This design comes from an exercise in tuning for a short achievable clock period and few clock cycles on the open sky130 flow, not from production work.
Where RTL was checked, it was by simulation tests only, not by an equivalence proof against the original.
The RTL of run 1 was laid out without a check of its function.
Power is estimated from default activity; no workload was simulated.

--- flow/design.v ---
localparam integer FLAG_C = 0;
localparam integer FLAG_L = 1;
localparam integer FLAG_F = 2;
localparam integer FLAG_Z = 3;
localparam integer FLAG_N = 4;
localparam logic [3:0] ST_FETCH      = 4'd0;
localparam logic [3:0] ST_FETCH_WAIT = 4'd1;
localparam logic [3:0] ST_DECODE     = 4'd2;
localparam logic [3:0] ST_EXEC       = 4'd3;
localparam logic [3:0] ST_MEM        = 4'd4;
localparam logic [3:0] ST_MEM_WAIT   = 4'd5;
localparam logic [3:0] COND_EQ = 4'b0000;
localparam logic [3:0] COND_NE = 4'b0001;
localparam logic [3:0] COND_CS = 4'b0010;
localparam logic [3:0] COND_CC = 4'b0011;
localparam logic [3:0] COND_FS = 4'b0100;
localparam logic [3:0] COND_FC = 4'b0101;
localparam logic [3:0] COND_LT = 4'b0110;
localparam logic [3:0] COND_LO = 4'b1000;
localparam logic [3:0] COND_GE = 4'b1011;
localparam logic [3:0] COND_HS = 4'b1101;
localparam logic [3:0] COND_UC = 4'b1110;
localparam logic [2:0] ALU_ADD  = 3'd0;
localparam logic [2:0] ALU_SUB  = 3'd1;
localparam logic [2:0] ALU_AND  = 3'd2;
localparam logic [2:0] ALU_OR   = 3'd3;
localparam logic [2:0] ALU_XOR  = 3'd4;
localparam logic [2:0] ALU_PASS = 3'd5;
localparam logic [3:0] OP_EXT   = 4'b0000;
localparam logic [3:0] OP_ADDI  = 4'b0001;
localparam logic [3:0] OP_SUBI  = 4'b0100;
localparam logic [3:0] OP_CMPI  = 4'b0101;
localparam logic [3:0] OP_ANDI  = 4'b0111;
localparam logic [3:0] OP_ORI   = 4'b1000;
localparam logic [3:0] OP_XORI  = 4'b1001;
localparam logic [3:0] OP_MOVIL = 4'b1010;
localparam logic [3:0] OP_MOVIU = 4'b1011;
localparam logic [3:0] OP_BCOND = 4'b1100;
localparam logic [3:0] OP_MEM   = 4'b1111;
localparam logic [3:0] EXT_ADD   = 4'b0000;
localparam logic [3:0] EXT_SUB   = 4'b0011;
localparam logic [3:0] EXT_CMP   = 4'b0100;
localparam logic [3:0] EXT_AND   = 4'b0110;
localparam logic [3:0] EXT_OR    = 4'b0111;
localparam logic [3:0] EXT_XOR   = 4'b1000;
localparam logic [3:0] EXT_MOV   = 4'b0001;
localparam logic [3:0] EXT_LOAD  = 4'b1010;
localparam logic [3:0] EXT_STORE = 4'b1011;
module cr16_alu (
    input  logic        cin,
    input  logic [3:0]  sel,       
    input  logic        pass,      
    input  logic [15:0] p,
    input  logic [15:0] g,
    input  logic [15:0] b,
    output logic [15:0] result,
    output logic [4:0]  flags
);
localparam integer FLAG_C = 0;
localparam integer FLAG_L = 1;
localparam integer FLAG_F = 2;
localparam integer FLAG_Z = 3;
localparam integer FLAG_N = 4;
localparam logic [3:0] ST_FETCH      = 4'd0;
localparam logic [3:0] ST_FETCH_WAIT = 4'd1;
localparam logic [3:0] ST_DECODE     = 4'd2;
localparam logic [3:0] ST_EXEC       = 4'd3;
localparam logic [3:0] ST_MEM        = 4'd4;
localparam logic [3:0] ST_MEM_WAIT   = 4'd5;
localparam logic [3:0] COND_EQ = 4'b0000;
localparam logic [3:0] COND_NE = 4'b0001;
localparam logic [3:0] COND_CS = 4'b0010;
localparam logic [3:0] COND_CC = 4'b0011;
localparam logic [3:0] COND_FS = 4'b0100;
localparam logic [3:0] COND_FC = 4'b0101;
localparam logic [3:0] COND_LT = 4'b0110;
localparam logic [3:0] COND_LO = 4'b1000;
localparam logic [3:0] COND_GE = 4'b1011;
localparam logic [3:0] COND_HS = 4'b1101;
localparam logic [3:0] COND_UC = 4'b1110;
localparam logic [2:0] ALU_ADD  = 3'd0;
localparam logic [2:0] ALU_SUB  = 3'd1;
localparam logic [2:0] ALU_AND  = 3'd2;
localparam logic [2:0] ALU_OR   = 3'd3;
localparam logic [2:0] ALU_XOR  = 3'd4;
localparam logic [2:0] ALU_PASS = 3'd5;
localparam logic [3:0] OP_EXT   = 4'b0000;
localparam logic [3:0] OP_ADDI  = 4'b0001;
localparam logic [3:0] OP_SUBI  = 4'b0100;
localparam logic [3:0] OP_CMPI  = 4'b0101;
localparam logic [3:0] OP_ANDI  = 4'b0111;
localparam logic [3:0] OP_ORI   = 4'b1000;
localparam logic [3:0] OP_XORI  = 4'b1001;
localparam logic [3:0] OP_MOVIL = 4'b1010;
localparam logic [3:0] OP_MOVIU = 4'b1011;
localparam logic [3:0] OP_BCOND = 4'b1100;
localparam logic [3:0] OP_MEM   = 4'b1111;
localparam logic [3:0] EXT_ADD   = 4'b0000;
localparam logic [3:0] EXT_SUB   = 4'b0011;
localparam logic [3:0] EXT_CMP   = 4'b0100;
localparam logic [3:0] EXT_AND   = 4'b0110;
localparam logic [3:0] EXT_OR    = 4'b0111;
localparam logic [3:0] EXT_XOR   = 4'b1000;
localparam logic [3:0] EXT_MOV   = 4'b0001;
localparam logic [3:0] EXT_LOAD  = 4'b1010;
localparam logic [3:0] EXT_STORE = 4'b1011;
    logic [15:0] t, sum;
    logic [16:0] carry;
    logic        cout, c15, zero;
    assign t = g | p;
    cr16_carry u_carry (.cin(cin), .p(p), .g(g), .c(carry));
    assign sum  = p ^ carry[15:0];
    assign cout = carry[16];
    assign c15  = carry[15];
    assign zero = (p == {t[14:0], cin});
    always_comb begin
        flags         = '0;
        flags[FLAG_Z] = zero;
        flags[FLAG_F] = cout ^ c15;
        if (cin) begin
            flags[FLAG_C] = ~cout;
            flags[FLAG_L] = ~cout;
            flags[FLAG_N] = p[15] ^ cout;
        end else begin
            flags[FLAG_C] = cout;
        end
    end
    assign result = ({16{sel[0]}} & sum) | ({16{sel[1]}} & g) | ({16{sel[2]}} & t)
                    | ({16{sel[3]}} & p) | ({16{pass}} & b);
endmodule
module cr16_carry (
    input  logic        cin,
    input  logic [15:0] p,
    input  logic [15:0] g,
    output logic [16:0] c
);
    logic [16:0] gg [6];
    logic [16:0] pp [6];
    assign gg[0] = {g, cin};
    assign pp[0] = {p, 1'b0};
    genvar l, k;
    generate
        for (l = 0; l < 5; l++) begin : lvl
            for (k = 0; k < 17; k++) begin : pos
                if (k >= (1 << l)) begin : comb
                    assign gg[l+1][k] = gg[l][k] | (pp[l][k] & gg[l][k - (1 << l)]);
                    assign pp[l+1][k] = pp[l][k] & pp[l][k - (1 << l)];
                end else begin : pass_through
                    assign gg[l+1][k] = gg[l][k];
                    assign pp[l+1][k] = pp[l][k];
                end
            end
        end
    endgenerate
    assign c = gg[5];
endmodule
module cr16_regfile (
    input  logic        I_CLK,
    input  logic        I_NRESET,
    input  logic [15:0] ld_we,
    input  logic [15:0] ld_data,
    input  logic [15:0] fwd_sel,
    input  logic [15:0] fwd_data,
    input  logic [15:0] rsel_a,
    input  logic [15:0] rsel_b,
    output logic [15:0] rdata_a,
    output logic [15:0] rdata_b
);
    logic [15:0] regs [16];
    logic [15:0] view [16];
    always_ff @(posedge I_CLK or negedge I_NRESET) begin
        if (!I_NRESET) begin
            for (int i = 0; i < 16; i++) begin
                regs[i] <= '0;
            end
        end else begin
            for (int i = 0; i < 16; i++) begin
                if (ld_we[i]) begin
                    regs[i] <= ld_data;
                end else if (fwd_sel[i]) begin
                    regs[i] <= fwd_data;
                end
            end
        end
    end
    always_comb begin
        rdata_a = '0;
        rdata_b = '0;
        for (int i = 0; i < 16; i++) begin
            view[i] = fwd_sel[i] ? fwd_data : regs[i];
            rdata_a = rdata_a | ({16{rsel_a[i]}} & view[i]);
            rdata_b = rdata_b | ({16{rsel_b[i]}} & view[i]);
        end
    end
endmodule
module cr16_core #(
    parameter logic [15:0] P_RESET_VECTOR = 16'h0000
) (
    input  logic        I_CLK,
    input  logic        I_NRESET,
    input  logic        mem_ack,
    input  logic [15:0] mem_rdata,
    output logic        mem_req,
    output logic        mem_we,
    output logic [15:0] mem_addr,
    output logic [15:0] mem_wdata,
    output logic [4:0]  status_flags
);
localparam integer FLAG_C = 0;
localparam integer FLAG_L = 1;
localparam integer FLAG_F = 2;
localparam integer FLAG_Z = 3;
localparam integer FLAG_N = 4;
localparam logic [3:0] ST_FETCH      = 4'd0;
localparam logic [3:0] ST_FETCH_WAIT = 4'd1;
localparam logic [3:0] ST_DECODE     = 4'd2;
localparam logic [3:0] ST_EXEC       = 4'd3;
localparam logic [3:0] ST_MEM        = 4'd4;
localparam logic [3:0] ST_MEM_WAIT   = 4'd5;
localparam logic [3:0] COND_EQ = 4'b0000;
localparam logic [3:0] COND_NE = 4'b0001;
localparam logic [3:0] COND_CS = 4'b0010;
localparam logic [3:0] COND_CC = 4'b0011;
localparam logic [3:0] COND_FS = 4'b0100;
localparam logic [3:0] COND_FC = 4'b0101;
localparam logic [3:0] COND_LT = 4'b0110;
localparam logic [3:0] COND_LO = 4'b1000;
localparam logic [3:0] COND_GE = 4'b1011;
localparam logic [3:0] COND_HS = 4'b1101;
localparam logic [3:0] COND_UC = 4'b1110;
localparam logic [2:0] ALU_ADD  = 3'd0;
localparam logic [2:0] ALU_SUB  = 3'd1;
localparam logic [2:0] ALU_AND  = 3'd2;
localparam logic [2:0] ALU_OR   = 3'd3;
localparam logic [2:0] ALU_XOR  = 3'd4;
localparam logic [2:0] ALU_PASS = 3'd5;
localparam logic [3:0] OP_EXT   = 4'b0000;
localparam logic [3:0] OP_ADDI  = 4'b0001;
localparam logic [3:0] OP_SUBI  = 4'b0100;
localparam logic [3:0] OP_CMPI  = 4'b0101;
localparam logic [3:0] OP_ANDI  = 4'b0111;
localparam logic [3:0] OP_ORI   = 4'b1000;
localparam logic [3:0] OP_XORI  = 4'b1001;
localparam logic [3:0] OP_MOVIL = 4'b1010;
localparam logic [3:0] OP_MOVIU = 4'b1011;
localparam logic [3:0] OP_BCOND = 4'b1100;
localparam logic [3:0] OP_MEM   = 4'b1111;
localparam logic [3:0] EXT_ADD   = 4'b0000;
localparam logic [3:0] EXT_SUB   = 4'b0011;
localparam logic [3:0] EXT_CMP   = 4'b0100;
localparam logic [3:0] EXT_AND   = 4'b0110;
localparam logic [3:0] EXT_OR    = 4'b0111;
localparam logic [3:0] EXT_XOR   = 4'b1000;
localparam logic [3:0] EXT_MOV   = 4'b0001;
localparam logic [3:0] EXT_LOAD  = 4'b1010;
localparam logic [3:0] EXT_STORE = 4'b1011;
    logic        pend;        
    logic        tx_fetch;    
    logic        tx_load;     
    logic        exec;        
    logic        ld_pend;     
    logic        done;
    logic [15:0] pc;          
    logic [15:0] iw;          
    logic [15:0] op_a;        
    logic [15:0] op_bx;       
    logic [15:0] op_p;        
    logic [15:0] op_g;        
    logic [15:0] tgt;         
    logic        x_cin, x_pass, x_wreg, x_wflags, x_load, x_store, x_branch;
    logic [3:0]  x_sel;
    logic [3:0]  d_op, d_ext;
    logic [15:0] d_imm, d_bx, d_a;
    logic        d_imm_sel, d_alu, d_sub, d_pass, d_wreg, d_wflags;
    logic [3:0]  d_sel;
    logic [15:0] rsel_a, rsel_b;
    logic [15:0] rf_a, rf_b;
    logic [15:0] d_disp, d_tp, d_tg;
    logic [16:0] d_tc;
    logic [15:0] alu_result;
    logic [4:0]  alu_flags;
    logic        taken;
    logic [15:0] next_pc;
    logic [15:0] pc_inc;
    logic [16:0] inc_c;
    logic [15:0] res;
    logic [15:0] res_sel;     
    logic [3:0]  ld_rd;
    logic [15:0] ld_we;
    assign done = mem_req && mem_ack;
    assign d_op  = mem_rdata[15:12];
    assign d_ext = mem_rdata[7:4];
    always_comb begin
        d_alu    = 1'b1;
        d_sub    = 1'b0;
        d_sel    = 4'b0001;
        d_wflags = 1'b0;
        case (d_op)
            OP_EXT: begin
                case (d_ext)
                    EXT_ADD: d_wflags = 1'b1;
                    EXT_SUB, EXT_CMP: begin
                        d_sub    = 1'b1;
                        d_wflags = 1'b1;
                    end
                    EXT_AND: d_sel = 4'b0010;
                    EXT_OR: d_sel = 4'b0100;
                    EXT_XOR: d_sel = 4'b1000;
                    default: d_alu = 1'b0;
                endcase
            end
            OP_ADDI: d_wflags = 1'b1;
            OP_SUBI, OP_CMPI: begin
                d_sub    = 1'b1;
                d_wflags = 1'b1;
            end
            OP_ANDI: d_sel = 4'b0010;
            OP_ORI: d_sel = 4'b0100;
            OP_XORI: d_sel = 4'b1000;
            default: d_alu = 1'b0;
        endcase
    end
    always_comb begin
        case (d_op)
            OP_ADDI, OP_SUBI, OP_CMPI: d_imm = {{8{mem_rdata[7]}}, mem_rdata[7:0]};
            OP_MOVIU: d_imm = {mem_rdata[7:0], 8'h00};
            default: d_imm = {8'h00, mem_rdata[7:0]};
        endcase
    end
    always_comb begin
        case (d_op)
            OP_ADDI, OP_SUBI, OP_CMPI, OP_ANDI, OP_ORI, OP_XORI, OP_MOVIL, OP_MOVIU:
                d_imm_sel = 1'b1;
            default: d_imm_sel = 1'b0;
        endcase
    end
    assign d_pass    = (d_op == OP_MEM && d_ext == EXT_MOV) || d_op == OP_MOVIL
                       || d_op == OP_MOVIU;
    assign d_wreg    = (d_alu && !(d_op == OP_CMPI || (d_op == OP_EXT && d_ext == EXT_CMP)))
                       || d_pass;
    always_comb begin
        for (int i = 0; i < 16; i++) begin
            rsel_a[i] = mem_rdata[11:8] == 4'(i);
            rsel_b[i] = mem_rdata[3:0] == 4'(i) && !d_imm_sel;
        end
    end
    cr16_regfile u_regfile (
        .I_CLK(I_CLK), .I_NRESET(I_NRESET),
        .ld_we(ld_we), .ld_data(iw),
        .fwd_sel(res_sel), .fwd_data(res),
        .rsel_a(rsel_a), .rsel_b(rsel_b),
        .rdata_a(rf_a), .rdata_b(rf_b)
    );
    assign d_a  = rf_a;
    assign d_bx = (rf_b | ({16{d_imm_sel}} & d_imm)) ^ {16{d_sub}};
    assign d_disp = {{8{mem_rdata[7]}}, mem_rdata[7:0]};
    assign d_tp   = pc ^ d_disp;
    assign d_tg   = pc & d_disp;
    cr16_carry u_tgt (.cin(1'b1), .p(d_tp), .g(d_tg), .c(d_tc));
    always_ff @(posedge I_CLK or negedge I_NRESET) begin
        if (!I_NRESET) begin
            iw       <= '0;
            op_a     <= '0;
            op_bx    <= '0;
            op_p     <= '0;
            op_g     <= '0;
            tgt      <= '0;
            x_cin    <= 1'b0;
            x_sel    <= '0;
            x_pass   <= 1'b0;
            x_wreg   <= 1'b0;
            x_wflags <= 1'b0;
            x_load   <= 1'b0;
            x_store  <= 1'b0;
            x_branch <= 1'b0;
        end else begin
            iw       <= mem_rdata;
            op_a     <= d_a;
            op_bx    <= d_bx;
            op_p     <= d_a ^ d_bx;
            op_g     <= d_a & d_bx;
            tgt      <= d_tp ^ d_tc[15:0];
            x_cin    <= d_sub;
            x_sel    <= d_alu ? d_sel : 4'b0000;
            x_pass   <= d_pass;
            x_wreg   <= d_wreg;
            x_wflags <= d_wflags;
            x_load   <= (d_op == OP_MEM) && (d_ext == EXT_LOAD);
            x_store  <= (d_op == OP_MEM) && (d_ext == EXT_STORE);
            x_branch <= d_op == OP_BCOND;
        end
    end
    cr16_alu u_alu (
        .cin(x_cin), .sel(x_sel), .pass(x_pass), .p(op_p), .g(op_g), .b(op_bx),
        .result(alu_result), .flags(alu_flags)
    );
    always_comb begin
        case (iw[11:8])
            COND_EQ: taken = status_flags[FLAG_Z];
            COND_NE: taken = !status_flags[FLAG_Z];
            COND_CS: taken = status_flags[FLAG_C];
            COND_CC: taken = !status_flags[FLAG_C];
            COND_FS: taken = status_flags[FLAG_F];
            COND_FC: taken = !status_flags[FLAG_F];
            COND_LO: taken = status_flags[FLAG_L];
            COND_HS: taken = !status_flags[FLAG_L];
            COND_LT: taken = status_flags[FLAG_N];
            COND_GE: taken = !status_flags[FLAG_N];
            COND_UC: taken = 1'b1;
            default: taken = 1'b0;
        endcase
    end
    assign next_pc = (x_branch && taken) ? tgt : pc;
    cr16_carry u_inc (.cin(1'b1), .p(pc), .g(16'd0), .c(inc_c));
    assign pc_inc = pc ^ inc_c[15:0];
    always_comb begin
        for (int i = 0; i < 16; i++) begin
            ld_we[i] = ld_pend && ld_rd == 4'(i);
        end
    end
    always_ff @(posedge I_CLK or negedge I_NRESET) begin
        if (!I_NRESET) begin
            pend         <= 1'b1;
            tx_fetch     <= 1'b1;
            tx_load      <= 1'b0;
            exec         <= 1'b0;
            ld_pend      <= 1'b0;
            mem_req      <= 1'b0;
            mem_we       <= 1'b0;
            mem_addr     <= P_RESET_VECTOR;
            mem_wdata    <= '0;
            pc           <= P_RESET_VECTOR;
            status_flags <= '0;
            ld_rd        <= '0;
            res          <= '0;
            res_sel      <= '0;
        end else begin
            exec    <= done && tx_fetch;
            ld_pend <= done && !tx_fetch && tx_load;
            if (done) begin
                mem_req <= 1'b0;
                pend    <= 1'b1;
            end else if (pend && !mem_ack) begin
                mem_req <= 1'b1;
                pend    <= 1'b0;
            end
            if (done && tx_fetch) begin
                pc <= pc_inc;
            end
            if (done && !tx_fetch) begin
                tx_fetch <= 1'b1;
            end
            if (exec) begin
                pc <= next_pc;
                if (x_wflags) begin
                    status_flags <= alu_flags;
                end
                res <= alu_result;
                for (int i = 0; i < 16; i++) begin
                    res_sel[i] <= x_wreg && iw[11:8] == 4'(i);
                end
                tx_fetch  <= !(x_load || x_store);
                tx_load   <= x_load;
                ld_rd     <= iw[11:8];
                mem_we    <= x_store;
                mem_addr  <= x_store ? op_a : (x_load ? op_bx : next_pc);
                mem_wdata <= op_bx;
            end else if (!mem_req && tx_fetch) begin
                mem_we   <= 1'b0;
                mem_addr <= pc;
            end
        end
    end
endmodule
--- flow/run.sh ---
#!/bin/bash
# synth_recipe.tcl (not shown) runs the flow's synth.tcl, then flattens the netlist and writes it again
# the make line also repeats each setting of config.mk as NAME=value (left out here)
make -C /OpenROAD-flow-scripts/flow DESIGN_CONFIG=/design/flow/config.mk WORK_HOME=/design/flow/orfs CLKGATE_MAP_FILE= SYNTH_SCRIPT=/design/flow/synth_recipe.tcl finish
--- flow/config.mk ---
export PLATFORM = sky130hd
export DESIGN_NAME = cr16_core
export DESIGN_NICKNAME = cr16_core
export VERILOG_FILES = /design/flow/design.v
export SDC_FILE = /design/flow/constraint.sdc
export NUM_CORES = 4
export LEC_CHECK = 0
export CAP_MARGIN = 20
export CORE_MARGIN = 2
export CORE_UTILIZATION = 50
export SETUP_SLACK_MARGIN = 3.7
export SLEW_MARGIN = 20
--- flow/constraint.sdc ---
create_clock -name core_clock -period 6.0 [get_ports {I_CLK}]
set_input_delay 1.2000 -clock core_clock [delete_from_list [all_inputs] [get_ports {I_CLK}]]
set_output_delay 1.2000 -clock core_clock [all_outputs]
set_load 0.01 [all_outputs]
==> results of run 1 <==
==> layout make-up <==
class	count	share of cell area, %
clock buffers	72	4.41
clock inverters	23	0.805
inverters	69	0.854
multi-input cells	2011	44.5
flip-flops and latches	459	34.7
well taps	672	2.53
repair buffers	360	12.3
==> cell usage after synthesis (41+ instances only) <==
cell	count
o21ai_0	79
a21oi_1	348
inv_1	68
mux2i_1	284
o22ai_1	222
dfrtp_1	457
nor3_1	51
nand2_1	123
mux2_2	41
clkbuf_1	193
xnor2_1	48
nor2_1	394
==> critical path, stage by stage <==
cell and delay (ns):
buf_16 0.12, buf_12 0.12, buf_12 0.11, mux2i_1 0.52
nor2_1 0.10, o32a_1 0.37, o22ai_1 0.18, nand3b_1 0.28
xnor2_2 0.17, ha_1 0.26
==> per-layer routing <==
metal	GRT usage [%]	part of all wire [%]
met5	0	0.044
met2	67.1	43
met3	10.5	12
met1	56.1	36
met4	30.1	9.3
==> path summary, 6_finish.rpt <==
path / startpoint / endpoint / slack (ns) / cells past startpoint
setup / recovery: mem_rdata[3] / op_p[4]$_DFF_PN0_ / 3.05 / 10
hold / removal: I_NRESET / pc[8]$_DFFE_PN0P_ / 0.45 / 1
setup reg to reg: res_sel[13]$_DFFE_PN0P_ / op_p[2]$_DFF_PN0_ / 3.13 / 8
hold reg to reg: op_a[0]$_DFF_PN0_ / mem_addr[0]$_DFFE_PN0P_ / 0.47 / 2
max in group asynchronous: I_NRESET / u_regfile.regs[4][3]$_DFF_PN0_ / 4.26 / 2
min in group core_clock: op_a[0]$_DFF_PN0_ / mem_addr[0]$_DFFE_PN0P_ / 0.47 / 2
==> per-stage QoR <==
stage	power [W]	area, um^2	setup WS (ns)	hold WS, ns	cells
finish	0.0147	33300	3.05	0.451	3666
global route	0.0153	33300	3.11	0.460	3666
CTS	0.0140	31300	3.17	0.441	3572
detailed placement	0.0102	26600	1.21	0.464	3318
global placement	0.0101	26600	1.34	0.450	3318
floorplan	0.00828	25800	3.04	0.438	2790
==> power breakdown <==
| part | internal, W | total, W | switching, W |
|---|---|---|---|
| sequential | 0.00436 | 0.00571 | 0.00135 |
| combinational | 0.00239 | 0.00569 | 0.00330 |
| clock | 0.00192 | 0.00330 | 0.00138 |
| total | 0.00867 | 0.0147 | 0.00602 |
==> logic make-up after synthesis <==
group                    count (synthesis)  share of synthesized area (%)
buffers and inverters                  331                           5.15
AND/OR/NAND/NOR                        738                           12.8
flip-flops                             459                           45.1
XOR/XNOR                                58                           2.00
adder cells (fa/ha/maj)                 35                           1.72
multiplexers                           325                           13.0
AO/OA/AOI/OAI                          844                           20.2
==> placed cells by master, fill, tap and decap left out, types with 51 or more instances in the layout <==
cell type and count:
dfrtp_1 437, nor2_1 383, a21oi_1 340, mux2i_1 244
o22ai_1 193, buf_4 174, nand2_1 86, inv_1 65
buf_12 64, buf_6 60, clkbuf_16 54, o21ai_0 51
==> repair_timing <==
item	CTS	global route
resized for setup	625	196
buffers inserted	141	89
endpoints found under the setup margin	184	179
pin swaps	117	95
gates cloned	18	5
==> impl_metrics.ini, run 1 <==
[synth]
synth_cells = 2790
ys_ff_latch = 459
yosysWarnings = 8
synth-async-reset-ratio_pct = 100
synth_area_um2 = 25500
avgSynthCellArea_um2 = 9.12
yosysTopAreaCellShare_pct = 44.9
yosysUniqueCellTypes = 71
synth-main-ff-cell = dfrtp_1
synth_area_leaders = dfrtp_1 45%, mux2i_1 11%, a21oi_1 6.8%, nor2_1 5.8%, o22ai_1 5.5%
yosys.area.top_type = dfrtp_1
synth_edf_count = 0
syn_nets = 2844
ys_seq_area_share_pct = 45.1

[worst_setup_path]
crit_fanout = 6
crit_required_ns = 6.50
cp.arrival_ns = 3.45
end_kind = flip-flop
cp-start-kind = input port
crit_type = input port to flip-flop

[clocking]
clk_path_buf_depth = 3
root_buffer = clkbuf_16
cts_buffers = 51
clkTransAtPathRegs_ns = 0.06
cts_max_level = 2
cts_hold_buf = 0
clk_latency_ns = 0.63
cts_tree = yes
clock-sinks = 459

[finish]
syn_to_final_growth_pct = 30.7
final-seq-area_um2 = 11500
n_fill_cell = 3973
antennaDiodeCount = 0
multiInputGateArea_um2 = 14800
drive_gt1_share_pct = 27.3
postLayoutCoreUtil_pct = 66.3
final_nets = 3006
largest-register = u_regfile.regs
largest_reg_flops = 256

[route]
drt_iter0_markers = 3704
wl_per_cell_um = 33.1
ant_nets = 0
dr.pass1.iters = 12
via_count = 25193
vias_per_cell = 6.87
wl_um = 121000
drc = 0

[floorplanning]
dieArea_um2 = 52700
ios = 58
start_util_pct = 50.7
rows = 82
die_w_um = 230
chipHeight_um = 230
fp.coreArea_um2 = 50200

[sta]
worst_pin_slew_ns = 1.04
relSlewSlack_pct = 30.5
period_needed_ns = 2.95
post-route-period-util_pct = 49.1
timing.setup.tns_ns = 0
rsz0062_at_grt = yes
skew_ns = 0.0268
finalSetupViolCount = 0
report.final.slew_viol_count = 0
fmax_mhz = 339
hold_violations = 0

[global_routing]
grt_first_pass_wirelength_um = 168000
antenna_found_initial = 3
grt_max_degree = 161
grt_overflow = 0
track_usage_pct = 44.2
grt_pass1_vias = 23816

[run_status]
status = complete, no violations

[power_and_ir_drop]
powerDensity_nw_per_um2 = 441
ir_drop_mv = 0.261
p_leak_nw = 13.6

[job]
max_cap_violations = 0

[placement]
dp_hpwl_um = 73200
port_buffers = 57
gp_congestion = 0.995

[min_path]
hold_path_class = input port to async pin
==> inputs of run 2 (changes only) <==
--- a/flow/design.v
+++ b/flow/design.v
@@ -51,7 +51,6 @@
     input  logic [3:0]  sel,       
     input  logic        pass,      
-    input  logic [15:0] p,
-    input  logic [15:0] g,
-    input  logic [15:0] b,
+    input  logic [15:0] a,
+    input  logic [15:0] bx,
     output logic [15:0] result,
     output logic [4:0]  flags
@@ -105,36 +104,11 @@
 localparam logic [3:0] EXT_LOAD  = 4'b1010;
 localparam logic [3:0] EXT_STORE = 4'b1011;
-    logic [15:0] t, sum;
-    logic [16:0] carry;
-    logic        cout, c15, zero;
-    assign t = g | p;
-    cr16_carry u_carry (.cin(cin), .p(p), .g(g), .c(carry));
-    assign sum  = p ^ carry[15:0];
-    assign cout = carry[16];
-    assign c15  = carry[15];
-    assign zero = (p == {t[14:0], cin});
-    always_comb begin
-        flags         = '0;
-        flags[FLAG_Z] = zero;
-        flags[FLAG_F] = cout ^ c15;
-        if (cin) begin
-            flags[FLAG_C] = ~cout;
-            flags[FLAG_L] = ~cout;
-            flags[FLAG_N] = p[15] ^ cout;
-        end else begin
-            flags[FLAG_C] = cout;
-        end
-    end
-    assign result = ({16{sel[0]}} & sum) | ({16{sel[1]}} & g) | ({16{sel[2]}} & t)
-                    | ({16{sel[3]}} & p) | ({16{pass}} & b);
-endmodule
-module cr16_carry (
-    input  logic        cin,
-    input  logic [15:0] p,
-    input  logic [15:0] g,
-    output logic [16:0] c
-);
+    logic [15:0] g, p, t, sum;
     logic [16:0] gg [6];
     logic [16:0] pp [6];
+    logic        cout, c15, zero;
+    assign g = a & bx;
+    assign p = a ^ bx;
+    assign t = a | bx;
     assign gg[0] = {g, cin};
     assign pp[0] = {p, 1'b0};
@@ -153,15 +127,34 @@
         end
     endgenerate
-    assign c = gg[5];
+    assign sum  = p ^ gg[5][15:0];
+    assign cout = gg[5][16];
+    assign c15  = gg[5][15];
+    assign zero = (p == {t[14:0], cin});
+    always_comb begin
+        flags         = '0;
+        flags[FLAG_Z] = zero;
+        flags[FLAG_F] = cout ^ c15;
+        if (cin) begin
+            flags[FLAG_C] = ~cout;
+            flags[FLAG_L] = ~cout;
+            flags[FLAG_N] = p[15] ^ cout;
+        end else begin
+            flags[FLAG_C] = cout;
+        end
+    end
+    assign result = ({16{sel[0]}} & sum) | ({16{sel[1]}} & g) | ({16{sel[2]}} & t)
+                    | ({16{sel[3]}} & p) | ({16{pass}} & bx);
 endmodule
 module cr16_regfile (
     input  logic        I_CLK,
     input  logic        I_NRESET,
-    input  logic [15:0] ld_we,
-    input  logic [15:0] ld_data,
-    input  logic [15:0] fwd_sel,
+    input  logic        we,
+    input  logic [3:0]  waddr,
+    input  logic [15:0] wdata,
+    input  logic        fwd,
+    input  logic [3:0]  fwd_addr,
     input  logic [15:0] fwd_data,
-    input  logic [15:0] rsel_a,
-    input  logic [15:0] rsel_b,
+    input  logic [3:0]  raddr_a,
+    input  logic [3:0]  raddr_b,
     output logic [15:0] rdata_a,
     output logic [15:0] rdata_b
@@ -174,23 +167,15 @@
                 regs[i] <= '0;
             end
-        end else begin
-            for (int i = 0; i < 16; i++) begin
-                if (ld_we[i]) begin
-                    regs[i] <= ld_data;
-                end else if (fwd_sel[i]) begin
-                    regs[i] <= fwd_data;
-                end
-            end
+        end else if (we) begin
+            regs[waddr] <= wdata;
         end
     end
     always_comb begin
-        rdata_a = '0;
-        rdata_b = '0;
         for (int i = 0; i < 16; i++) begin
-            view[i] = fwd_sel[i] ? fwd_data : regs[i];
-            rdata_a = rdata_a | ({16{rsel_a[i]}} & view[i]);
-            rdata_b = rdata_b | ({16{rsel_b[i]}} & view[i]);
+            view[i] = (fwd && fwd_addr == 4'(i)) ? fwd_data : regs[i];
         end
     end
+    assign rdata_a = view[raddr_a];
+    assign rdata_b = view[raddr_b];
 endmodule
 module cr16_core #(
@@ -265,27 +250,23 @@
     logic [15:0] op_a;        
     logic [15:0] op_bx;       
-    logic [15:0] op_p;        
-    logic [15:0] op_g;        
-    logic [15:0] tgt;         
     logic        x_cin, x_pass, x_wreg, x_wflags, x_load, x_store, x_branch;
     logic [3:0]  x_sel;
     logic [3:0]  d_op, d_ext;
-    logic [15:0] d_imm, d_bx, d_a;
+    logic [15:0] d_imm, d_b;
     logic        d_imm_sel, d_alu, d_sub, d_pass, d_wreg, d_wflags;
     logic [3:0]  d_sel;
-    logic [15:0] rsel_a, rsel_b;
     logic [15:0] rf_a, rf_b;
-    logic [15:0] d_disp, d_tp, d_tg;
-    logic [16:0] d_tc;
     logic [15:0] alu_result;
     logic [4:0]  alu_flags;
     logic        taken;
     logic [15:0] next_pc;
-    logic [15:0] pc_inc;
-    logic [16:0] inc_c;
     logic [15:0] res;
-    logic [15:0] res_sel;     
+    logic [3:0]  res_rd;
+    logic        res_valid;   
+    logic        wb;          
     logic [3:0]  ld_rd;
-    logic [15:0] ld_we;
+    logic        rf_we;
+    logic [3:0]  rf_waddr;
+    logic [15:0] rf_wdata;
     assign done = mem_req && mem_ack;
     assign d_op  = mem_rdata[15:12];
@@ -328,34 +309,17 @@
         endcase
     end
-    always_comb begin
-        case (d_op)
-            OP_ADDI, OP_SUBI, OP_CMPI, OP_ANDI, OP_ORI, OP_XORI, OP_MOVIL, OP_MOVIU:
-                d_imm_sel = 1'b1;
-            default: d_imm_sel = 1'b0;
-        endcase
-    end
+    assign d_imm_sel = (d_alu && d_op != OP_EXT) || d_op == OP_MOVIL || d_op == OP_MOVIU;
     assign d_pass    = (d_op == OP_MEM && d_ext == EXT_MOV) || d_op == OP_MOVIL
                        || d_op == OP_MOVIU;
     assign d_wreg    = (d_alu && !(d_op == OP_CMPI || (d_op == OP_EXT && d_ext == EXT_CMP)))
                        || d_pass;
-    always_comb begin
-        for (int i = 0; i < 16; i++) begin
-            rsel_a[i] = mem_rdata[11:8] == 4'(i);
-            rsel_b[i] = mem_rdata[3:0] == 4'(i) && !d_imm_sel;
-        end
-    end
     cr16_regfile u_regfile (
         .I_CLK(I_CLK), .I_NRESET(I_NRESET),
-        .ld_we(ld_we), .ld_data(iw),
-        .fwd_sel(res_sel), .fwd_data(res),
-        .rsel_a(rsel_a), .rsel_b(rsel_b),
+        .we(rf_we), .waddr(rf_waddr), .wdata(rf_wdata),
+        .fwd(res_valid), .fwd_addr(res_rd), .fwd_data(res),
+        .raddr_a(mem_rdata[11:8]), .raddr_b(mem_rdata[3:0]),
         .rdata_a(rf_a), .rdata_b(rf_b)
     );
-    assign d_a  = rf_a;
-    assign d_bx = (rf_b | ({16{d_imm_sel}} & d_imm)) ^ {16{d_sub}};
-    assign d_disp = {{8{mem_rdata[7]}}, mem_rdata[7:0]};
-    assign d_tp   = pc ^ d_disp;
-    assign d_tg   = pc & d_disp;
-    cr16_carry u_tgt (.cin(1'b1), .p(d_tp), .g(d_tg), .c(d_tc));
+    assign d_b = d_imm_sel ? d_imm : rf_b;
     always_ff @(posedge I_CLK or negedge I_NRESET) begin
         if (!I_NRESET) begin
@@ -363,7 +327,4 @@
             op_a     <= '0;
             op_bx    <= '0;
-            op_p     <= '0;
-            op_g     <= '0;
-            tgt      <= '0;
             x_cin    <= 1'b0;
             x_sel    <= '0;
@@ -376,9 +337,6 @@
         end else begin
             iw       <= mem_rdata;
-            op_a     <= d_a;
-            op_bx    <= d_bx;
-            op_p     <= d_a ^ d_bx;
-            op_g     <= d_a & d_bx;
-            tgt      <= d_tp ^ d_tc[15:0];
+            op_a     <= rf_a;
+            op_bx    <= d_b ^ {16{d_sub}};
             x_cin    <= d_sub;
             x_sel    <= d_alu ? d_sel : 4'b0000;
@@ -392,5 +350,5 @@
     end
     cr16_alu u_alu (
-        .cin(x_cin), .sel(x_sel), .pass(x_pass), .p(op_p), .g(op_g), .b(op_bx),
+        .cin(x_cin), .sel(x_sel), .pass(x_pass), .a(op_a), .bx(op_bx),
         .result(alu_result), .flags(alu_flags)
     );
@@ -411,12 +369,8 @@
         endcase
     end
-    assign next_pc = (x_branch && taken) ? tgt : pc;
-    cr16_carry u_inc (.cin(1'b1), .p(pc), .g(16'd0), .c(inc_c));
-    assign pc_inc = pc ^ inc_c[15:0];
-    always_comb begin
-        for (int i = 0; i < 16; i++) begin
-            ld_we[i] = ld_pend && ld_rd == 4'(i);
-        end
-    end
+    assign next_pc = (x_branch && taken) ? pc + {{8{iw[7]}}, iw[7:0]} : pc;
+    assign rf_we    = wb || ld_pend;
+    assign rf_waddr = wb ? res_rd : ld_rd;
+    assign rf_wdata = wb ? res : iw;
     always_ff @(posedge I_CLK or negedge I_NRESET) begin
         if (!I_NRESET) begin
@@ -434,8 +388,11 @@
             ld_rd        <= '0;
             res          <= '0;
-            res_sel      <= '0;
+            res_rd       <= '0;
+            res_valid    <= 1'b0;
+            wb           <= 1'b0;
         end else begin
             exec    <= done && tx_fetch;
             ld_pend <= done && !tx_fetch && tx_load;
+            wb      <= exec && x_wreg;
             if (done) begin
                 mem_req <= 1'b0;
@@ -446,5 +403,5 @@
             end
             if (done && tx_fetch) begin
-                pc <= pc_inc;
+                pc <= pc + 16'd1;
             end
             if (done && !tx_fetch) begin
@@ -456,8 +413,7 @@
                     status_flags <= alu_flags;
                 end
-                res <= alu_result;
-                for (int i = 0; i < 16; i++) begin
-                    res_sel[i] <= x_wreg && iw[11:8] == 4'(i);
-                end
+                res       <= alu_result;
+                res_rd    <= iw[11:8];
+                res_valid <= x_wreg;
                 tx_fetch  <= !(x_load || x_store);
                 tx_load   <= x_load;
--- a/flow/config.mk
+++ b/flow/config.mk
@@ -8,5 +8,5 @@
 export CAP_MARGIN = 20
 export CORE_MARGIN = 2
-export CORE_UTILIZATION = 50
-export SETUP_SLACK_MARGIN = 3.7
+export CORE_UTILIZATION = 40
+export SETUP_SLACK_MARGIN = 4.0
 export SLEW_MARGIN = 20
==> run 2 against run 1 <==
Against the previous run: clock skew down 0.012 ns; design area down 0.71%; sequential power down about 20%; combinational power down 13%; wire length down 6.1%; core utilization down 9.1 points; critical endpoint is now res[14]$_DFFE_PN0P_.
==> impl_metrics.ini, run 2 <==
[synth]
synth_cells = 2569
synth-async-reset-ratio_pct = 100
post-synth-top-count-cell = dfrtp_1
synth_area_leaders = dfrtp_1 42%, mux2i_1 12%, o22ai_1 6.1%, a21oi_1 5.5%, nor2_1 4.3%
yosysWarnings = 7
synth-main-ff-cell = dfrtp_1
synth_edf_count = 0
netlist_top_cells_count = 395 x dfrtp_1, 289 x mux2i_1, 268 x nor2_1
synth_area_um2 = 23300
yosysTopAreaCellShare_pct = 42.4
yosys.area.top_type = dfrtp_1
avgSynthCellArea_um2 = 9.08
ys_ff_latch = 397
ys_seq_area_share_pct = 42.6
syn_nets = 2639
yosysUniqueCellTypes = 74

[clocking]
cts_buffers = 45
clkTransAtPathRegs_ns = 0.07
cts_tree = yes
clock-sinks = 397
clk_latency_ns = 0.61
cts_hold_buf = 0
root_buffer = clkbuf_16
cts_max_level = 2
clk_path_buf_depth = 3

[placement]
dp_hpwl_um = 60000
pre_cts_slack_ns = 1.78
gp_congestion = 0.944
port_buffers = 57

[finish]
final_common_cell = dfrtp_1
syn_to_final_growth_pct = 41.6
layout_common_cells = 356 x dfrtp_1, 247 x nor2_1, 242 x a21oi_1
drive_gt1_share_pct = 36.1
final_nets = 2860
largest-register = u_regfile.regs
largest_reg_flops = 256

[route]
drc = 0
drt_iter0_markers = 3806
via_count = 24431
wl_um = 114000
ant_nets = 0
dr.pass1.iters = 9
vias_per_cell = 6.80
wl_per_cell_um = 31.8

[global_routing]
antenna_found_initial = 3
grt_pass1_vias = 23168
grt_max_degree = 132
grt_overflow = 0
grt_first_pass_wirelength_um = 157000
track_usage_pct = 35.8

[sta]
rsz0062_at_grt = yes
relSlewSlack_pct = 19.6
skew_ns = 0.0150
finalSetupViolCount = 0
setup_slack_ns = 3.22
hold_violations = 0
report.final.slew_viol_count = 0
period_needed_ns = 2.78
fmax_mhz = 360
worst_pin_slew_ns = 1.21
post-route-period-util_pct = 46.3
timing.setup.tns_ns = 0

[min_path]
hold_path_class = flip-flop to flip-flop

[floorplanning]
dieArea_um2 = 60300
ios = 58
fp.coreArea_um2 = 57700
start_util_pct = 40.4
die_w_um = 246
rows = 88
chipHeight_um = 246

[job]
max_cap_violations = 0

[power_and_ir_drop]
powerDensity_nw_per_um2 = 380
ir_drop_mv = 0.257
p_leak_nw = 13.0

[worst_setup_path]
cp-start-kind = flip-flop
cp.arrival_ns = 3.29
end_kind = flip-flop
crit_required_ns = 6.51
crit_type = flip-flop to flip-flop
crit_fanout = 4

[run_status]
status = complete, no violations
[run 2: cell type report]
type	count	area (um^2)
diodes	3	7.51
clock buffers	66	1360
clock inverters	14	234
fillers	4703	24700
inverters	50	216
multi-input cells	1909	15900
flip-flops and latches	397	9990
well taps	765	957
repair buffers	386	4400
repair inverters	1	11.3
[run 2: path summary, 6_finish.rpt]
path	depth (start not counted)	slack, ns	start	endpoint
hold / removal	2	0.49	u_regfile.regs[5][6]$_DFFE_PN0P_	u_regfile.regs[5][6]$_DFFE_PN0P_
hold reg to reg	2	0.49	u_regfile.regs[5][6]$_DFFE_PN0P_	u_regfile.regs[5][6]$_DFFE_PN0P_
setup / recovery	12	3.22	op_bx[0]$_DFF_PN0_	res[14]$_DFFE_PN0P_
min in group asynchronous	1	0.56	I_NRESET	pc[14]$_DFFE_PN0P_
max in group asynchronous	2	4.22	I_NRESET	u_regfile.regs[5][10]$_DFFE_PN0P_
setup reg to reg	12	3.22	op_bx[0]$_DFF_PN0_	res[14]$_DFFE_PN0P_
[run 2: logic make-up after synthesis]
group	count (synthesis)	synth area share (%)
AND/OR/NAND/NOR	673	13.1
AO/OA/AOI/OAI	792	20.2
buffers and inverters	265	4.68
flip-flops	397	42.6
multiplexers	326	14.2
adder cells (fa/ha/maj)	52	2.84
XOR/XNOR	64	2.40
[run 2: metal layers]
metal  track usage [%]  wire length [um]  up-vias
met5                 0               175        -
met4              24.9             10400        4
met3              12.3             15600      754
met2              52.9             47900     1985
met1              43.8             39900    11861
li1                  -                 -     9827
[run 2: worst max-delay path: stages, from the launching register on]
cell	delay (ns)
dfrtp_2	0.48
inv_2	0.10
ha_4	0.21
a211oi_4	0.21
o21bai_1	0.12
a211o_1	0.35
a2111oi_4	0.49
o31ai_4	0.10
nand2_2	0.09
buf_4	0.11
buf_4	0.10
nand3b_1	0.08
a31oi_1	0.23
[run 2: timing repair]
action | in CTS | in global routing
setup endpoints to repair | 343 | 509
pin swaps | 157 | 139
buffers inserted | 205 | 75
resized for setup | 613 | 308
gates cloned | 12 | 3
[run 2: where the power goes]
part | internal, W | leakage [nW] | switching (W)
clock | 0.00182 | 0.769 | 0.00121
sequential | 0.00336 | 5.22 | 0.00122
combinational | 0.00240 | 6.96 | 0.00254
[run 2: per-stage QoR]
stage          total power, W  hold slack (ns)  utilization (%)  cell area [um^2]  cells
2_1_floorplan         0.00644            0.449                -             24500   2569
3_3_place_gp          0.00753            0.462             43.4             25000   3212
3_5_place_dp          0.00762            0.470             43.4             25100   3213
4_1_cts                0.0116            0.483             53.1             30700   3510
5_1_grt                0.0130            0.510             57.2             33000   3589
6_report               0.0125            0.493             57.3             33000   3591
Testbench counts of run 2, summed over its fixed seeds: cycles 53,159.
==> inputs of run 3 (changes only) <==
--- a/flow/design.v
+++ b/flow/design.v
@@ -48,9 +48,11 @@
 localparam logic [3:0] EXT_STORE = 4'b1011;
 module cr16_alu (
-    input  logic        cin,
+    input  logic        sub,
     input  logic [3:0]  sel,       
     input  logic        pass,      
-    input  logic [15:0] a,
-    input  logic [15:0] bx,
+    input  logic [15:0] pa,
+    input  logic [15:0] ga,
+    input  logic [15:0] gs,
+    input  logic [15:0] b,
     output logic [15:0] result,
     output logic [4:0]  flags
@@ -104,11 +106,41 @@
 localparam logic [3:0] EXT_LOAD  = 4'b1010;
 localparam logic [3:0] EXT_STORE = 4'b1011;
-    logic [15:0] g, p, t, sum;
+    logic [15:0] ps, ta, sum_a, sum_s;
+    logic [16:0] ca, cs;
+    logic        zero_a, zero_s;
+    assign ps = ~pa;
+    assign ta = ga | pa;
+    cr16_carry u_add (.cin(1'b0), .p(pa), .g(ga), .c(ca));
+    cr16_carry u_sub (.cin(1'b1), .p(ps), .g(gs), .c(cs));
+    assign sum_a = pa ^ ca[15:0];
+    assign sum_s = ps ^ cs[15:0];
+    assign zero_a = (pa == {ta[14:0], 1'b0});
+    assign zero_s = (pa == 16'd0);
+    always_comb begin
+        flags = '0;
+        if (sub) begin
+            flags[FLAG_Z] = zero_s;
+            flags[FLAG_F] = cs[16] ^ cs[15];
+            flags[FLAG_C] = ~cs[16];
+            flags[FLAG_L] = ~cs[16];
+            flags[FLAG_N] = ps[15] ^ cs[16];
+        end else begin
+            flags[FLAG_Z] = zero_a;
+            flags[FLAG_F] = ca[16] ^ ca[15];
+            flags[FLAG_C] = ca[16];
+        end
+    end
+    assign result = ({16{sel[0] & ~sub}} & sum_a) | ({16{sel[0] & sub}} & sum_s)
+                    | ({16{sel[1]}} & ga) | ({16{sel[2]}} & ta)
+                    | ({16{sel[3]}} & pa) | ({16{pass}} & b);
+endmodule
+module cr16_carry (
+    input  logic        cin,
+    input  logic [15:0] p,
+    input  logic [15:0] g,
+    output logic [16:0] c
+);
     logic [16:0] gg [6];
     logic [16:0] pp [6];
-    logic        cout, c15, zero;
-    assign g = a & bx;
-    assign p = a ^ bx;
-    assign t = a | bx;
     assign gg[0] = {g, cin};
     assign pp[0] = {p, 1'b0};
@@ -127,34 +159,15 @@
         end
     endgenerate
-    assign sum  = p ^ gg[5][15:0];
-    assign cout = gg[5][16];
-    assign c15  = gg[5][15];
-    assign zero = (p == {t[14:0], cin});
-    always_comb begin
-        flags         = '0;
-        flags[FLAG_Z] = zero;
-        flags[FLAG_F] = cout ^ c15;
-        if (cin) begin
-            flags[FLAG_C] = ~cout;
-            flags[FLAG_L] = ~cout;
-            flags[FLAG_N] = p[15] ^ cout;
-        end else begin
-            flags[FLAG_C] = cout;
-        end
-    end
-    assign result = ({16{sel[0]}} & sum) | ({16{sel[1]}} & g) | ({16{sel[2]}} & t)
-                    | ({16{sel[3]}} & p) | ({16{pass}} & bx);
+    assign c = gg[5];
 endmodule
 module cr16_regfile (
     input  logic        I_CLK,
     input  logic        I_NRESET,
-    input  logic        we,
-    input  logic [3:0]  waddr,
-    input  logic [15:0] wdata,
-    input  logic        fwd,
-    input  logic [3:0]  fwd_addr,
+    input  logic [15:0] ld_we,
+    input  logic [15:0] ld_data,
+    input  logic [15:0] fwd_sel,
     input  logic [15:0] fwd_data,
-    input  logic [3:0]  raddr_a,
-    input  logic [3:0]  raddr_b,
+    input  logic [15:0] rsel_a,
+    input  logic [15:0] rsel_b,
     output logic [15:0] rdata_a,
     output logic [15:0] rdata_b
@@ -167,15 +180,23 @@
                 regs[i] <= '0;
             end
-        end else if (we) begin
-            regs[waddr] <= wdata;
+        end else begin
+            for (int i = 0; i < 16; i++) begin
+                if (ld_we[i]) begin
+                    regs[i] <= ld_data;
+                end else if (fwd_sel[i]) begin
+                    regs[i] <= fwd_data;
+                end
+            end
         end
     end
     always_comb begin
+        rdata_a = '0;
+        rdata_b = '0;
         for (int i = 0; i < 16; i++) begin
-            view[i] = (fwd && fwd_addr == 4'(i)) ? fwd_data : regs[i];
+            view[i] = fwd_sel[i] ? fwd_data : regs[i];
+            rdata_a = rdata_a | ({16{rsel_a[i]}} & view[i]);
+            rdata_b = rdata_b | ({16{rsel_b[i]}} & view[i]);
         end
     end
-    assign rdata_a = view[raddr_a];
-    assign rdata_b = view[raddr_b];
 endmodule
 module cr16_core #(
@@ -249,24 +270,28 @@
     logic [15:0] iw;          
     logic [15:0] op_a;        
-    logic [15:0] op_bx;       
-    logic        x_cin, x_pass, x_wreg, x_wflags, x_load, x_store, x_branch;
+    logic [15:0] op_b;        
+    logic [15:0] op_pa;       
+    logic [15:0] op_ga;       
+    logic [15:0] op_gs;       
+    logic [15:0] tgt;         
+    logic        x_sub, x_pass, x_wreg, x_wflags;
+    logic        x_load, x_store, x_jump, x_next;   
     logic [3:0]  x_sel;
     logic [3:0]  d_op, d_ext;
-    logic [15:0] d_imm, d_b;
+    logic [15:0] d_imm, d_b, d_a;
+    logic        d_load, d_store, d_taken;
     logic        d_imm_sel, d_alu, d_sub, d_pass, d_wreg, d_wflags;
     logic [3:0]  d_sel;
+    logic [15:0] rsel_a, rsel_b;
     logic [15:0] rf_a, rf_b;
     logic [15:0] alu_result;
     logic [4:0]  alu_flags;
-    logic        taken;
     logic [15:0] next_pc;
+    logic [15:0] pc_inc;
+    logic [16:0] inc_c;
     logic [15:0] res;
-    logic [3:0]  res_rd;
-    logic        res_valid;   
-    logic        wb;          
+    logic [15:0] res_sel;     
     logic [3:0]  ld_rd;
-    logic        rf_we;
-    logic [3:0]  rf_waddr;
-    logic [15:0] rf_wdata;
+    logic [15:0] ld_we;
     assign done = mem_req && mem_ack;
     assign d_op  = mem_rdata[15:12];
@@ -309,23 +334,65 @@
         endcase
     end
-    assign d_imm_sel = (d_alu && d_op != OP_EXT) || d_op == OP_MOVIL || d_op == OP_MOVIU;
+    always_comb begin
+        case (d_op)
+            OP_ADDI, OP_SUBI, OP_CMPI, OP_ANDI, OP_ORI, OP_XORI, OP_MOVIL, OP_MOVIU:
+                d_imm_sel = 1'b1;
+            default: d_imm_sel = 1'b0;
+        endcase
+    end
     assign d_pass    = (d_op == OP_MEM && d_ext == EXT_MOV) || d_op == OP_MOVIL
                        || d_op == OP_MOVIU;
     assign d_wreg    = (d_alu && !(d_op == OP_CMPI || (d_op == OP_EXT && d_ext == EXT_CMP)))
                        || d_pass;
+    always_comb begin
+        for (int i = 0; i < 16; i++) begin
+            rsel_a[i] = mem_rdata[11:8] == 4'(i);
+            rsel_b[i] = mem_rdata[3:0] == 4'(i);
+        end
+    end
     cr16_regfile u_regfile (
         .I_CLK(I_CLK), .I_NRESET(I_NRESET),
-        .we(rf_we), .waddr(rf_waddr), .wdata(rf_wdata),
-        .fwd(res_valid), .fwd_addr(res_rd), .fwd_data(res),
-        .raddr_a(mem_rdata[11:8]), .raddr_b(mem_rdata[3:0]),
+        .ld_we(ld_we), .ld_data(iw),
+        .fwd_sel(res_sel), .fwd_data(res),
+        .rsel_a(rsel_a), .rsel_b(rsel_b),
         .rdata_a(rf_a), .rdata_b(rf_b)
     );
+    assign d_a = rf_a;
     assign d_b = d_imm_sel ? d_imm : rf_b;
+    assign d_load  = (d_op == OP_MEM) && (d_ext == EXT_LOAD);
+    assign d_store = (d_op == OP_MEM) && (d_ext == EXT_STORE);
+    always_comb begin
+        case (mem_rdata[11:8])
+            COND_EQ: d_taken = status_flags[FLAG_Z];
+            COND_NE: d_taken = !status_flags[FLAG_Z];
+            COND_CS: d_taken = status_flags[FLAG_C];
+            COND_CC: d_taken = !status_flags[FLAG_C];
+            COND_FS: d_taken = status_flags[FLAG_F];
+            COND_FC: d_taken = !status_flags[FLAG_F];
+            COND_LO: d_taken = status_flags[FLAG_L];
+            COND_HS: d_taken = !status_flags[FLAG_L];
+            COND_LT: d_taken = status_flags[FLAG_N];
+            COND_GE: d_taken = !status_flags[FLAG_N];
+            COND_UC: d_taken = 1'b1;
+            default: d_taken = 1'b0;
+        endcase
+        d_taken = d_taken && d_op == OP_BCOND;
+    end
+    logic [15:0] d_disp, d_tp, d_tg;
+    logic [16:0] d_tc;
+    assign d_disp = {{8{mem_rdata[7]}}, mem_rdata[7:0]};
+    assign d_tp   = pc ^ d_disp;
+    assign d_tg   = pc & d_disp;
+    cr16_carry u_tgt (.cin(1'b1), .p(d_tp), .g(d_tg), .c(d_tc));
     always_ff @(posedge I_CLK or negedge I_NRESET) begin
         if (!I_NRESET) begin
             iw       <= '0;
             op_a     <= '0;
-            op_bx    <= '0;
-            x_cin    <= 1'b0;
+            op_b     <= '0;
+            op_pa    <= '0;
+            op_ga    <= '0;
+            op_gs    <= '0;
+            tgt      <= '0;
+            x_sub    <= 1'b0;
             x_sel    <= '0;
             x_pass   <= 1'b0;
@@ -334,43 +401,38 @@
             x_load   <= 1'b0;
             x_store  <= 1'b0;
-            x_branch <= 1'b0;
+            x_jump   <= 1'b0;
+            x_next   <= 1'b0;
         end else begin
             iw       <= mem_rdata;
-            op_a     <= rf_a;
-            op_bx    <= d_b ^ {16{d_sub}};
-            x_cin    <= d_sub;
+            op_a     <= d_a;
+            op_b     <= d_b;
+            op_pa    <= d_a ^ d_b;
+            op_ga    <= d_a & d_b;
+            op_gs    <= d_a & ~d_b;
+            tgt      <= d_tp ^ d_tc[15:0];
+            x_sub    <= d_sub;
             x_sel    <= d_alu ? d_sel : 4'b0000;
             x_pass   <= d_pass;
             x_wreg   <= d_wreg;
             x_wflags <= d_wflags;
-            x_load   <= (d_op == OP_MEM) && (d_ext == EXT_LOAD);
-            x_store  <= (d_op == OP_MEM) && (d_ext == EXT_STORE);
-            x_branch <= d_op == OP_BCOND;
+            x_load   <= d_load;
+            x_store  <= d_store;
+            x_jump   <= d_taken;
+            x_next   <= !(d_load || d_store || d_taken);
         end
     end
     cr16_alu u_alu (
-        .cin(x_cin), .sel(x_sel), .pass(x_pass), .a(op_a), .bx(op_bx),
+        .sub(x_sub), .sel(x_sel), .pass(x_pass), .pa(op_pa), .ga(op_ga), .gs(op_gs),
+        .b(op_b),
         .result(alu_result), .flags(alu_flags)
     );
+    assign next_pc = x_jump ? tgt : pc;
+    cr16_carry u_inc (.cin(1'b1), .p(pc), .g(16'd0), .c(inc_c));
+    assign pc_inc = pc ^ inc_c[15:0];
     always_comb begin
-        case (iw[11:8])
-            COND_EQ: taken = status_flags[FLAG_Z];
-            COND_NE: taken = !status_flags[FLAG_Z];
-            COND_CS: taken = status_flags[FLAG_C];
-            COND_CC: taken = !status_flags[FLAG_C];
-            COND_FS: taken = status_flags[FLAG_F];
-            COND_FC: taken = !status_flags[FLAG_F];
-            COND_LO: taken = status_flags[FLAG_L];
-            COND_HS: taken = !status_flags[FLAG_L];
-            COND_LT: taken = status_flags[FLAG_N];
-            COND_GE: taken = !status_flags[FLAG_N];
-            COND_UC: taken = 1'b1;
-            default: taken = 1'b0;
-        endcase
+        for (int i = 0; i < 16; i++) begin
+            ld_we[i] = ld_pend && ld_rd == 4'(i);
+        end
     end
-    assign next_pc = (x_branch && taken) ? pc + {{8{iw[7]}}, iw[7:0]} : pc;
-    assign rf_we    = wb || ld_pend;
-    assign rf_waddr = wb ? res_rd : ld_rd;
-    assign rf_wdata = wb ? res : iw;
     always_ff @(posedge I_CLK or negedge I_NRESET) begin
         if (!I_NRESET) begin
@@ -388,11 +450,8 @@
             ld_rd        <= '0;
             res          <= '0;
-            res_rd       <= '0;
-            res_valid    <= 1'b0;
-            wb           <= 1'b0;
+            res_sel      <= '0;
         end else begin
             exec    <= done && tx_fetch;
             ld_pend <= done && !tx_fetch && tx_load;
-            wb      <= exec && x_wreg;
             if (done) begin
                 mem_req <= 1'b0;
@@ -403,5 +462,5 @@
             end
             if (done && tx_fetch) begin
-                pc <= pc + 16'd1;
+                pc <= pc_inc;
             end
             if (done && !tx_fetch) begin
@@ -413,13 +472,15 @@
                     status_flags <= alu_flags;
                 end
-                res       <= alu_result;
-                res_rd    <= iw[11:8];
-                res_valid <= x_wreg;
+                res <= alu_result;
+                for (int i = 0; i < 16; i++) begin
+                    res_sel[i] <= x_wreg && iw[11:8] == 4'(i);
+                end
                 tx_fetch  <= !(x_load || x_store);
                 tx_load   <= x_load;
                 ld_rd     <= iw[11:8];
                 mem_we    <= x_store;
-                mem_addr  <= x_store ? op_a : (x_load ? op_bx : next_pc);
-                mem_wdata <= op_bx;
+                mem_addr  <= ({16{x_store}} & op_a) | ({16{x_load}} & op_b)
+                             | ({16{x_jump}} & tgt) | ({16{x_next}} & pc);
+                mem_wdata <= op_b;
             end else if (!mem_req && tx_fetch) begin
                 mem_we   <= 1'b0;
--- a/flow/config.mk
+++ b/flow/config.mk
@@ -8,5 +8,5 @@
 export CAP_MARGIN = 20
 export CORE_MARGIN = 2
-export CORE_UTILIZATION = 40
-export SETUP_SLACK_MARGIN = 4.0
+export CORE_UTILIZATION = 50
+export SETUP_SLACK_MARGIN = 3.7
 export SLEW_MARGIN = 20
==> run 3 against run 2 <==
Against the previous run: wire length decreased by 2.3%; non-clock buffer count decreased by 35; die area decreased by 13%; hold slack improved by 0.0089 ns; global-route usage increased by 5.5 points; via count increased by 0.50%; sequential share of layout area increased by 5.7 points; clock skew increased by 0.017 ns; core utilization increased by 9.1 points; clock power increased by 13%; maximum frequency increased by 2.8%; largest cell class unchanged; largest power group is now sequential cells.
==> impl_metrics.ini, run 3 <==
[clocking]
clk_latency_ns = 0.64
clkTransAtPathRegs_ns = 0.06
clk_path_buf_depth = 3
root_buffer = clkbuf_16
cts_max_level = 2
cts_buffers = 53
cts_tree = yes
clock-sinks = 476

[worst_setup_path]
reg2reg_from = res_sel[0]$_DFFE_PN0P_
cp-start-kind = input port
cp.arrival_ns = 3.22
end_kind = flip-flop
cp_common_cell = buf_12
crit_required_ns = 6.52
cp_cell_sequence = buf_12, buf_8, nor2b_4, buf_12, buf_12, nand2_8, o22ai_2, or4_4, nor3_4, a21o_1, inv_2, ha_4
ff2ff_setup_slack_ns = 3.35
crit_slowest_cell = or4_4
r2r_cells = 8
r2r_end = op_ga[2]$_DFF_PN0_
slowest_delay_ns = 0.57
startpoint = mem_rdata[0]
crit_fanout = 7
crit_type = input port to flip-flop

[finish]
syn_to_final_growth_pct = 30.9
final_common_cell = dfrtp_1
final_nets = 2962
n_fill_cell = 3826
layout_common_cells = 446 x dfrtp_1, 417 x nor2_1, 301 x a21oi_1
drive_gt1_share_pct = 28.7
largest_reg_flops = 256
largest-register = u_regfile.regs
antennaDiodeCount = 0

[global_routing]
grt_overflow = 0
grt_max_degree = 92
track_usage_pct = 41.3
grt_first_pass_wirelength_um = 160000
antenna_found_initial = 3
grt_pass1_vias = 23512

[power_and_ir_drop]
ir_drop_mv = 0.277
p_leak_nw = 13.6
powerDensity_nw_per_um2 = 443
design_power_total_w = 0.0147

[min_path]
hold_path_class = flip-flop to flip-flop
hold_start = mem_wdata[10]$_DFFE_PN0P_
holdPathEnd = mem_wdata[10]$_DFFE_PN0P_
min_path_cells = 1

[route]
drc = 0
drt_iter0_markers = 3459
wl_um = 111000
via_count = 24554
vias_per_cell = 6.80
ant_nets = 0
wl_per_cell_um = 30.9
dr.pass1.iters = 10

[floorplanning]
fp.coreArea_um2 = 50200
start_util_pct = 50.6
die_w_um = 229
ios = 58
dieArea_um2 = 52600
chipHeight_um = 229
rows = 82

[synth]
netlist_top_cells_count = 474 x dfrtp_1, 439 x nor2_1, 307 x a21oi_1
syn_nets = 2799
ys_seq_area_share_pct = 46.9
synth_edf_count = 0
synth_cells = 2730
avgSynthCellArea_um2 = 9.31
post-synth-top-count-cell = dfrtp_1
synth-async-reset-ratio_pct = 100
yosysUniqueCellTypes = 74
synth_area_um2 = 25400
yosysTopAreaCellShare_pct = 46.7
ys_ff_latch = 476
synth_area_leaders = dfrtp_1 47%, mux2i_1 11%, o22ai_1 6.6%, nor2_1 6.5%, a21oi_1 6.0%
yosys.area.top_type = dfrtp_1
synth-main-ff-cell = dfrtp_1
yosysWarnings = 8

[sta]
relSlewSlack_pct = 27.6
post-route-period-util_pct = 45.0
hold_violations = 0
period_needed_ns = 2.70
report.final.slew_viol_count = 0
timing.setup.tns_ns = 0
setup_slack_ns = 3.30
skew_ns = 0.0324
rsz0062_at_grt = yes
finalSetupViolCount = 0
worst_pin_slew_ns = 1.09
fmax_mhz = 370

[run_status]
status = complete, no violations

[placement]
dp_hpwl_um = 65000
gp_congestion = 1.00
port_buffers = 57
pre_cts_slack_ns = 1.42

[job]
max_cap_violations = 0
-- run 3: where the power goes --
part | switching, W | total, W | internal [W]
Combinational | 0.00315 | 0.00555 | 0.00240
Clock | 0.00141 | 0.00341 | 0.00200
Sequential | 0.00126 | 0.00577 | 0.00452
-- run 3: worst max path at each step --
stage / endpoint / slack [ns] / depth (start not counted)
5_1_grt: tgt[14]$_DFF_PN0_ / 3.30 / 11
3_3_place_gp: op_pa[4]$_DFF_PN0_ / 1.43 / 10
3_5_place_dp: op_ga[0]$_DFF_PN0_ / 1.42 / 9
4_1_cts: tgt[14]$_DFF_PN0_ / 3.37 / 11
2_1_floorplan: tgt[14]$_DFF_PN0_ / 2.80 / 11
6_report: op_ga[2]$_DFF_PN0_ / 3.30 / 12
-- run 3: logic make-up after synthesis --
logic type                 after synthesis  synth area share [%]
AOI/OAI and AO/OA                      787                  19.2
xor gates and xnor gates                40                  1.38
adders and majority gates               50                  2.46
buffers and inverters                  311                  4.75
DFF                                    476                  46.9
muxes                                  317                  12.6
and+or+nand+nor                        749                  12.7
-- run 3: final cells by class --
class                           instances  area, um^2  area share [%]
Clock buffer                           79        1590            4.77
Clock inverter                         20         221           0.666
Inverter                               65         265           0.797
Multi-Input combinational cell       1946       14700            44.0
Sequential cell                       476       12000            36.0
Tap cell                              672         841            2.53
Timing Repair Buffer                  351        3730            11.2
-- run 3: what timing repair did --
item,in CTS,in global routing
setup buffers,181,64
gates resized for setup,660,183
setup endpoints to repair,184,176
cloned,5,0
hold buffers,0,0
pin swaps,150,101
-- run 3: layer usage --
layer  global-route usage [%]  share of wire, %
met3                     12.0                11
met5                        0             0.064
met2                     62.2                44
met1                     51.5                37
met4                     27.8               8.1
-- run 3: stage by stage --
step                      utilization [%]  instance area (um^2)  std cells  hold slack [ns]
after floorplan                         -                 25800       2730            0.473
after global placement               52.8                 26500       3259            0.479
after detailed placement             52.8                 26500       3260            0.492
after CTS                            63.3                 31700       3545            0.503
after global routing                 66.3                 33300       3609            0.516
final                                66.3                 33300       3609            0.501
-- run 3: critical path, delay by kind of cell --
kind	cells	cell delay, ns
buffers and inverters	5	0.57
and+or+nand+nor	4	0.98
adders and majority gates	1	0.16
AOI/OAI and AO/OA	2	0.29
Testbench counts of run 3, summed over its fixed seeds: cycles 53,159.

-- re-timing with driven ports --
The flow's constraints put no driver on any port. The routed layouts listed below were extracted and timed again, unchanged, in two steps.
Step 1 sets driving cells, clkbuf_16 on the clock port and buf_2 on the other inputs (assumed; they add their load-dependent delay and slew).
Step 2 moves the port delays by t, midway between the first and last clock arrival at a register: inputs arrive t later, outputs are due t later. That takes back most of the time a late clock gives input paths.
Three values: no drivers, after step 1, after step 2; two values: the first two.
run | t, ns | slack for setup (ns) | hold WS [ns] | clock arrival spread, ns | worst data-port slew with drivers (ns)
run 1 | 0.684 | 3.053 / 3.034 / 2.350 | 0.451 / 0.439 / 0.472 | 0.027 / 0.027 | 0.08
run 2 | 0.661 | 3.222 / 3.222 / 2.804 | 0.493 / 0.493 / 0.493 | 0.019 / 0.019 | 0.05
run 3 | 0.686 | 3.299 / 3.244 / 2.558 | 0.501 / 0.501 / 0.501 | 0.034 / 0.035 | 0.12
After both steps setup and hold are still met in every run listed. The setup slack of run 3, which loses most, moves by -0.055 ns with the drivers and by -0.741 ns with both steps.
